Source: an optimization exercise on an open RTL-to-GDS flow (aim: small area and a short achievable clock period). Production flows keep margins and buffers that such runs may drop. In this exercise RTL edits were held to simulation tests only and were not proved equivalent to the original. Power figures rest on the tool's default switching activity, not on a simulated workload.

beta:
Design tile_map_ctrl, start of the top module:
module tile_map_ctrl #(
  parameter int COLS       = 20,
  parameter int ROWS       = 15,
  parameter int TW         = 4,
  parameter int TILE_SHIFT = 5,
  parameter int RESET_FILL = 1
) (
  input  logic          clk,
  input  logic          rst,
  input  logic          fill_start,
  input  logic [TW-1:0] fill_val,
  output logic          busy,
  output logic          fill_done,
  input  logic          req0_valid,
  input  logic [4:0]    req0_x,
  input  logic [3:0]    req0_y,
  input  logic [TW-1:0] req0_data,
  output logic          req0_ready,
  input  logic          req1_valid,
  input  logic [4:0]    req1_x,
  input  logic [3:0]    req1_y,
  input  logic [TW-1:0] req1_data,
  output logic          req1_ready,
  input  logic [9:0]    h_cnt,
  input  logic [9:0]    v_cnt,
  input  logic          valid,
  output logic [TW-1:0] pix_tile
);
  localparam logic [TW-1:0] RESET_VAL = TW'(RESET_FILL);
  logic          filling;       
  logic [4:0]    fill_x;        
  logic [3:0]    fill_y;        
  logic [TW-1:0] fill_val_reg;
  logic          last_grant;    
  logic          fill_done_reg;
  logic [TW-1:0] pix_tile_reg;
  logic          fill_last;
  logic          fill_wr;
  logic          grant0, grant1;
  logic [ROWS-1:0] wr_row;
  logic [COLS-1:0] wr_col;
  logic [TW-1:0]   wr_data;
  logic [ROWS-1:0] wr_row_n;
  logic [COLS-1:0] wr_col_n;
  logic [TW-1:0]   wr_data_n;
  logic [ROWS-1:0] d0_row, d1_row, f_row;
  logic [COLS-1:0] d0_col, d1_col, f_col;
  logic [TW-1:0]   wr_cd_n [COLS];    
  logic            rd_off;
  logic [ROWS-1:0] rd_row [4];
  logic [COLS-1:0] rd_col;
  logic [TW-1:0]   rd_col_n [COLS];   
  ...
Size: roughly 5100 cells after synthesis, roughly 64 I/O pins, about 45000 um2 of cells after synthesis.
Settings: LEC_CHECK=0, CAP_MARGIN=20, CORE_MARGIN=2, CORE_UTILIZATION=55, CTS_BUF_LIST=sky130_fd_sc_hd__clkbuf_16, CTS_CLUSTER_DIAMETER=60, CTS_CLUSTER_SIZE=22, SETUP_SLACK_MARGIN=2.1, SLEW_MARGIN=20, SYNTH_HIERARCHICAL=1; clock period 4.6 ns.
standard.sh (not shown) runs the stock make flow with config.mk's settings and CLKGATE_MAP_FILE= SYNTH_SCRIPT=/design/flow/synth_recipe.tcl, a recipe that flattens the netlist after the stock synthesis.
==> flow/flow/run.sh <==
#!/bin/bash
# Layout flow: the standard ORFS flow (standard.sh, unchanged synthesis),
# with two resizer settings changed:
#  - port buffers are plain buf_4 cells, which the resizer can size, instead
#    of the delay cells buffer_ports picks by default;
#  - the resizer may swap a cell for one of another footprint.
# All of ORFS's output goes to standard.log in this folder.
set -o pipefail
export BUFFER_PORTS_ARGS="-buffer_cell sky130_fd_sc_hd__buf_4"
bash standard.sh MATCH_CELL_FOOTPRINT=0 finish > standard.log 2>&1
## Diff of input files: epsilon against beta
-- flow/design.v --
<<< beta, line 36
  logic [TW-1:0] pix_tile_reg;
  logic          fill_last;
  logic          fill_wr;
  logic          grant0, grant1;
>>> epsilon, line 36
  logic [TW-1:0] pix_tile_reg;
  logic          fill_last;
  logic          filling_next;
  logic          filling_o;     
  logic          fill_wr;
  logic          grant0, grant1;
<<< beta, line 42
  logic [TW-1:0]   wr_data;
  logic [ROWS-1:0] wr_row_n;
  logic [COLS-1:0] wr_col_n;
  logic [TW-1:0]   wr_data_n;
  logic [ROWS-1:0] d0_row, d1_row, f_row;
  logic [COLS-1:0] d0_col, d1_col, f_col;
>>> epsilon, line 44
  logic [TW-1:0]   wr_data;
  logic [ROWS-1:0] wr_row_n;
  logic [ROWS-1:0] d0_row, d1_row, f_row;
  logic [COLS-1:0] d0_col, d1_col, f_col;
<<< beta, line 65
    .g1         (grant1)
  );
  assign busy       = rst || filling;
  assign fill_done  = fill_done_reg;
  tmc_grant u_ready (
    .rst        (rst),
    .fill_start (fill_start),
    .filling    (filling),
    .last_grant (last_grant),
    .v0         (req0_valid),
>>> epsilon, line 65
    .g1         (grant1)
  );
  assign busy       = rst || filling_o;
  assign fill_done  = fill_done_reg;
  tmc_grant u_ready (
    .rst        (rst),
    .fill_start (fill_start),
    .filling    (filling_o),
    .last_grant (last_grant),
    .v0         (req0_valid),
<<< beta, line 78
  );
  assign pix_tile   = pix_tile_reg;
  always_ff @(posedge clk) begin
    if (rst) begin
>>> epsilon, line 78
  );
  assign pix_tile   = pix_tile_reg;
  always_comb begin
    filling_next = filling;
    if (filling) begin
      if (fill_last) filling_next = 1'b0;
    end else if (fill_start) begin
      filling_next = 1'b1;
    end
  end
  tmc_flag u_filling_o (.clk(clk), .rst(rst), .d(filling_next), .q(filling_o));
  always_ff @(posedge clk) begin
    if (rst) begin
<<< beta, line 114
  generate
    for (genvar r = 0; r < ROWS; r++) begin : g_wrow
      tmc_ao222n u_sel (
        .a0 (d0_row[r]), .s0 (grant0),
        .a1 (d1_row[r]), .s1 (grant1),
        .a2 (f_row[r]),  .s2 (fill_wr),
        .y  (wr_row_n[r])
      );
      tmc_inv u_inv (.a(wr_row_n[r]), .y(wr_row[r]));
    end
    for (genvar c = 0; c < COLS; c++) begin : g_wcol
      tmc_ao222n u_sel (
        .a0 (d0_col[c]), .s0 (grant0),
        .a1 (d1_col[c]), .s1 (grant1),
        .a2 (f_col[c]),  .s2 (fill_wr),
        .y  (wr_col_n[c])
      );
      tmc_inv u_inv (.a(wr_col_n[c]), .y(wr_col[c]));
    end
    for (genvar b = 0; b < TW; b++) begin : g_wdata
      tmc_ao222n u_sel (
        .a0 (req0_data[b]),    .s0 (grant0),
        .a1 (req1_data[b]),    .s1 (grant1),
        .a2 (fill_val_reg[b]), .s2 (fill_wr),
        .y  (wr_data_n[b])
      );
      tmc_inv u_inv (.a(wr_data_n[b]), .y(wr_data[b]));
    end
    for (genvar c = 0; c < COLS; c++) begin : g_wcd
>>> epsilon, line 123
  generate
    for (genvar r = 0; r < ROWS; r++) begin : g_wrow
      tmc_sel3 u_sel (
        .a0 (d0_row[r]), .s0 (grant0),
        .a1 (d1_row[r]), .s1 (grant1),
        .a2 (f_row[r]),  .s2 (fill_wr),
        .y  (wr_row[r])
      );
      tmc_inv u_inv (.a(wr_row[r]), .y(wr_row_n[r]));
    end
    for (genvar c = 0; c < COLS; c++) begin : g_wcol
      tmc_sel3 u_sel (
        .a0 (d0_col[c]), .s0 (grant0),
        .a1 (d1_col[c]), .s1 (grant1),
        .a2 (f_col[c]),  .s2 (fill_wr),
        .y  (wr_col[c])
      );
    end
    for (genvar b = 0; b < TW; b++) begin : g_wdata
      tmc_sel3 u_sel (
        .a0 (req0_data[b]),    .s0 (grant0),
        .a1 (req1_data[b]),    .s1 (grant1),
        .a2 (fill_val_reg[b]), .s2 (fill_wr),
        .y  (wr_data[b])
      );
    end
    for (genvar c = 0; c < COLS; c++) begin : g_wcd
<<< beta, line 288
  assign y = !off && !(&a);
endmodule
>>> epsilon, line 295
  assign y = !off && !(&a);
endmodule
module tmc_sel3 (
  input  logic a0,
  input  logic s0,
  input  logic a1,
  input  logic s1,
  input  logic a2,
  input  logic s2,
  output logic y
);
  logic [2:0] t;
  tmc_nand2 u_t0 (.a(a0), .b(s0), .y(t[0]));
  tmc_nand2 u_t1 (.a(a1), .b(s1), .y(t[1]));
  tmc_nand2 u_t2 (.a(a2), .b(s2), .y(t[2]));
  tmc_nand3 u_y  (.a(t[0]), .b(t[1]), .c(t[2]), .y(y));
endmodule
module tmc_flag (
  input  logic clk,
  input  logic rst,
  input  logic d,
  output logic q
);
  always_ff @(posedge clk) begin
    if (rst) q <= 1'b1;
    else     q <= d;
  end
endmodule
[summary]
Compared with beta, epsilon ends up with more cell area. epsilon vs beta: signed area change from the synthesized netlist to the final layout up in epsilon. For the total power, epsilon came in 110 uW lower than beta did. In the tables for epsilon and beta, average via count per standard cell reads higher with epsilon. Route | epsilon vs beta | wire longer in epsilon. Relative to beta, the synthesized cell count of epsilon is higher by 1.8%. On hold slack: between epsilon and beta, it ends up higher for epsilon. Comparing epsilon and beta, via count is higher on epsilon. Compared with beta, floorplan die area in epsilon increased slightly. On count of clock-net buffers in the final layout: between epsilon and beta, it ends up higher for epsilon. beta → epsilon: utilization +0.31 points; multi-input gate share of total cell area increased by 1.2 points relative to the old numbers; worst setup slack shrank by 0.24 ns; wire length of the first global-routing pass now sits higher.

-- afterwards: timing with drivers on the ports --
The results above use ideal ports. As a check the final layouts listed here were re-extracted and re-timed, cells and wires unchanged.
Step 1 (the two cells are an assumption about what drives the block):
set clk [get_ports {clk}]
set_driving_cell -lib_cell sky130_fd_sc_hd__clkbuf_16 $clk
set_driving_cell -lib_cell sky130_fd_sc_hd__buf_2 [delete_from_list [all_inputs] $clk]
Step 2, shift: input delay + t, output delay - t, t = (earliest + latest rising clock arrival at the registers) / 2. This alone moves slack from input paths to output paths.
Three values: no drivers, after step 1, after step 2; two values: the first two.
run | t, ns | slack for setup (ns) | hold WS [ns] | slew at the worst register clock pin (ns)
beta | 0.716 | 1.985 / 1.868 / 1.152 | 0.455 / 0.453 / 0.455 | 0.09 / 0.09
epsilon | 0.721 | 1.750 / 1.666 / 0.945 | 0.459 / 0.428 / 0.459 | 0.09 / 0.09
After both steps setup and hold are still met in every run listed. The setup slack of beta, which loses most, moves by -0.117 ns with the drivers and by -0.833 ns with both steps.
